Background: an optimization exercise with open tools, aiming at a short achievable clock period and few clock cycles. Do not read the settings as production practice. The RTL was checked by simulation tests, not by an equivalence proof against the original design. The clock port is modelled as an ideal driver; clocking choices that lean on that would not hold on a real chip. Power and IR drop assume default switching activity.

== north ==
// assoc_cache
module assoc_cache
#(
  parameter int ADDR_SIZE = 30,
  parameter int WORD_SIZE = 32,
  parameter int BLOCK_OFFSET_BITS = 2,
  parameter int INDEX_BITS = 3,
  parameter int WAYS = 2
) (
  input  logic                                          clk,
  input  logic                                          rst_n,
  input  logic                                          req,
  input  logic                                          we,
  input  logic [WORD_SIZE/8-1:0]                        be,
  input  logic [ADDR_SIZE-1:0]                          addr,
  input  logic [WORD_SIZE-1:0]                          data_w,
  output logic [WORD_SIZE-1:0]                          data_r,
  output logic                                          stall,
  output logic [ADDR_SIZE-BLOCK_OFFSET_BITS-1:0]        mem_addr,
  output logic                                          mem_r,
  output logic                                          mem_w,
  output logic [(WORD_SIZE<<BLOCK_OFFSET_BITS)-1:0]     mem_wdata,
  input  logic [(WORD_SIZE<<BLOCK_OFFSET_BITS)-1:0]     mem_rdata,
  input  logic                                          mem_ready
);
  localparam int TAG_BITS = ADDR_SIZE - BLOCK_OFFSET_BITS - INDEX_BITS;
  localparam int LINE_BITS = WORD_SIZE << BLOCK_OFFSET_BITS;
  localparam int LA = ADDR_SIZE - BLOCK_OFFSET_BITS;
  localparam int SETS = 1 << INDEX_BITS;
  ...
Size: about 17,000 cells after synthesis, ~2,700 flip-flops, roughly 390 I/O pins, ~150,000 um^2 of cells after synthesis.
export LEC_CHECK = 0
export ABC_CLOCK_PERIOD_IN_PS = 1000
export CAP_MARGIN = 20
export CORE_MARGIN = 2
export CORE_UTILIZATION = 42
export CTS_CLUSTER_DIAMETER = 70
export CTS_CLUSTER_SIZE = 24
export SLEW_MARGIN = 20
create_clock -name core_clock -period 10.0 [get_ports {clk}]
standard.sh (not shown) runs the stock make flow with config.mk's settings and CLKGATE_MAP_FILE= SYNTH_SCRIPT=/design/flow/synth_recipe.tcl, a recipe that flattens the netlist after the stock synthesis.
==> flow/flow/run.sh <==
#!/bin/bash
# The standard layout (the standard.sh: ORFS synthesis to finish), with
#  - slow multi-input cells (4-input OR/NOR/AND/NAND, mux4 and the like,
#    listed in dont_use.txt) added to the platform's don't-use list, so that
#    synthesis maps the logic to faster 2- and 3-input gates. No flip-flop is
#    on the list, so the registers are those of the standard synthesis;
#  - up to 8 rounds (ORFS default 5) of antenna repair after detailed routing.
# ORFS writes each step's full log under orfs/logs/; standard.sh's own
# output goes to standard.log.
set -o pipefail
export SETUP_SLACK_MARGIN=$(cat flow/margin.txt)
export POST_CTS_TCL=$PWD/flow/post_cts.tcl
export MAX_REPAIR_ANTENNAS_ITER_DRT=8
base=$(make -s -C "$FLOW_HOME" DESIGN_CONFIG="$PWD/config.mk" WORK_HOME="$PWD/orfs" print-DONT_USE_CELLS 2>/dev/null \
  | sed -n 's/^DONT_USE_CELLS: //p')
# the platform's list as of this writing, should the query above fail
[ -n "$base" ] || base=$(cat flow/platform_dont_use.txt)
echo "platform don't-use: $base" > dont_use.log
bash standard.sh DONT_USE_CELLS="$base $(cat flow/dont_use.txt)" finish > standard.log 2>&1
Other scripts of this flow, unchanged in this note and not shown: flow/flow/dont_use.txt, flow/flow/margin.txt, flow/flow/platform_dont_use.txt, flow/flow/post_cts.tcl
north ended with every stage complete and zero timing, DRC or antenna violations.
Testbench counts of north, summed over its fixed seeds: cycles 112,532.
Inputs modified between north and south:
# north
export LEC_CHECK = 0
export ABC_CLOCK_PERIOD_IN_PS = 1000
export CAP_MARGIN = 20
export CORE_MARGIN = 2
export CORE_UTILIZATION = 42
export CTS_CLUSTER_DIAMETER = 70
export CTS_CLUSTER_SIZE = 24
export SLEW_MARGIN = 20
create_clock -name core_clock -period 10.0 [get_ports {clk}]
# south
export LEC_CHECK = 0
export ABC_CLOCK_PERIOD_IN_PS = 1000
export CAP_MARGIN = 20
export CORE_MARGIN = 2
export CORE_UTILIZATION = 40
export CTS_CLUSTER_DIAMETER = 70
export CTS_CLUSTER_SIZE = 24
export SLEW_MARGIN = 20
create_clock -name core_clock -period 10.0 [get_ports {clk}]
diff --git a/flow/flow/run.sh b/flow/flow/run.sh
--- a/flow/flow/run.sh
+++ b/flow/flow/run.sh
@@ -2,0 +3,2 @@
+#  - each flip-flop that drives an output port other than data_r moved next
+#    to the port's buffer before detailed placement (pre_dpl.tcl);
@@ -13,0 +16 @@
+export PRE_DETAIL_PLACE_TCL=$PWD/flow/pre_dpl.tcl
==> flow/flow/pre_dpl.tcl (new file) <==
# Sourced by ORFS detail_place.tcl through PRE_DETAIL_PLACE_TCL, before
# detailed placement: every output port is driven by a flip-flop through the
# port's buffer; move each such flip-flop onto its port buffer, so that the
# flip-flop-to-port wire is short. Detailed placement then legalises them.
# data_r's flip-flops stay where global placement put them: their input
# logic (the tag compare and the word select) is the longer path.
set block [ord::get_db_block]
set moved 0
foreach bterm [$block getBTerms] {
  if {[$bterm getIoType] != "OUTPUT"} { continue }
  if {[string match "data_r*" [$bterm getName]]} { continue }
  set net [$bterm getNet]
  if {$net == "NULL"} { continue }
  set buf ""
  foreach it [$net getITerms] {
    if {[$it isOutputSignal]} { set buf [$it getInst] }
  }
  if {$buf == ""} { continue }
  set n2 ""
  foreach it [$buf getITerms] {
    if {[$it isInputSignal]} { set n2 [$it getNet] }
  }
  if {$n2 == "" || $n2 == "NULL"} { continue }
  set ff ""
  set nsinks 0
  foreach it [$n2 getITerms] {
    if {[$it isOutputSignal]} { set ff [$it getInst] } else { incr nsinks }
  }
  if {$ff == "" || $nsinks != 1} { continue }
  if {![string match "sky130_fd_sc_hd__df*" [[$ff getMaster] getName]]} { continue }
  set loc [$buf getLocation]
  $ff setLocation [lindex $loc 0] [lindex $loc 1]
  incr moved
}
puts "pre_dpl: moved $moved output flip-flops next to their port buffers"
--- outcome ---
In the metrics for north and south, the one carrying the lower count of standard-cell rows is north. south against north: core utilization went down 1.7 points; met1 routing resource usage after global routing went down 2.2 points; initial cell density of the core went down 1.9 points; net switching power went down 0.59%. The total power divided by cell area in south sits 0.52% below the value recorded for north. south ended with less clock-pin slew reported for the worst setup and hold paths after clock tree synthesis than north. Compared with north, south shows a number of optimization iterations in the first detailed-route pass that is 7 higher. north and south ended up with nearly the same multi-input gate count.
Inputs modified between south and east:
diff --git a/flow/flow/run.sh b/flow/flow/run.sh
--- a/flow/flow/run.sh
+++ b/flow/flow/run.sh
@@ -3,2 +3,2 @@
-#  - each flip-flop that drives an output port other than data_r moved next
-#    to the port's buffer before detailed placement (pre_dpl.tcl);
+#  - each flip-flop that drives an output port moved next to the port's
+#    buffer before detailed placement (pre_dpl.tcl);
@@ -8,2 +8 @@
-#    on the list, so the registers are those of the standard synthesis;
-#  - up to 8 rounds (ORFS default 5) of antenna repair after detailed routing.
+#    on the list, so the registers are those of the standard synthesis.
@@ -15 +13,0 @@
-export MAX_REPAIR_ANTENNAS_ITER_DRT=8
diff --git a/flow/flow/pre_dpl.tcl b/flow/flow/pre_dpl.tcl
--- a/flow/flow/pre_dpl.tcl
+++ b/flow/flow/pre_dpl.tcl
@@ -5,2 +4,0 @@
-# data_r's flip-flops stay where global placement put them: their input
-# logic (the tag compare and the word select) is the longer path.
@@ -11 +8,0 @@
-  if {[string match "data_r*" [$bterm getName]]} { continue }
## What came out
- Part of the total power dissipated in combinational logic (east over south): increase, 0.7 points
- In terms of final cell count, east and south differ only marginally.
- Any difference in number of multi-input combinational cells in the layout between east and south is small enough to ignore.

[static timing again, ports no longer ideal]
In the flow no input, the clock included, has a driving cell. The finished layouts below were timed again as built, in two steps.
Step 1 (the two cells are an assumption about what drives the block):
set clk [get_ports {clk}]
set_driving_cell -lib_cell sky130_fd_sc_hd__clkbuf_16 $clk
set_driving_cell -lib_cell sky130_fd_sc_hd__buf_2 [delete_from_list [all_inputs] $clk]
Step 2, shift: input delay + t, output delay - t, t = (earliest + latest rising clock arrival at the registers) / 2. This alone moves slack from input paths to output paths.
Three values: ideal, step 1, step 2; two values: the first two.
run | t, ns | slack for setup (ns) | hold WS [ns] | worst setup path after step 2 | worst slew at a driven data input, ns
north | 1.127 | 6.231 / 6.098 / 5.030 | 0.515 / 0.515 / 0.515 | input to register | 0.48
south | 1.159 | 6.265 / 6.142 / 5.078 | 0.467 / 0.467 / 0.467 | input to register | 0.55
east | 1.160 | 6.278 / 6.049 / 4.889 | 0.504 / 0.504 / 0.504 | input to register | 0.56
After both steps setup and hold are still met in every run listed. The setup slack of east, which loses most, moves by -0.229 ns with the drivers and by -1.389 ns with both steps.
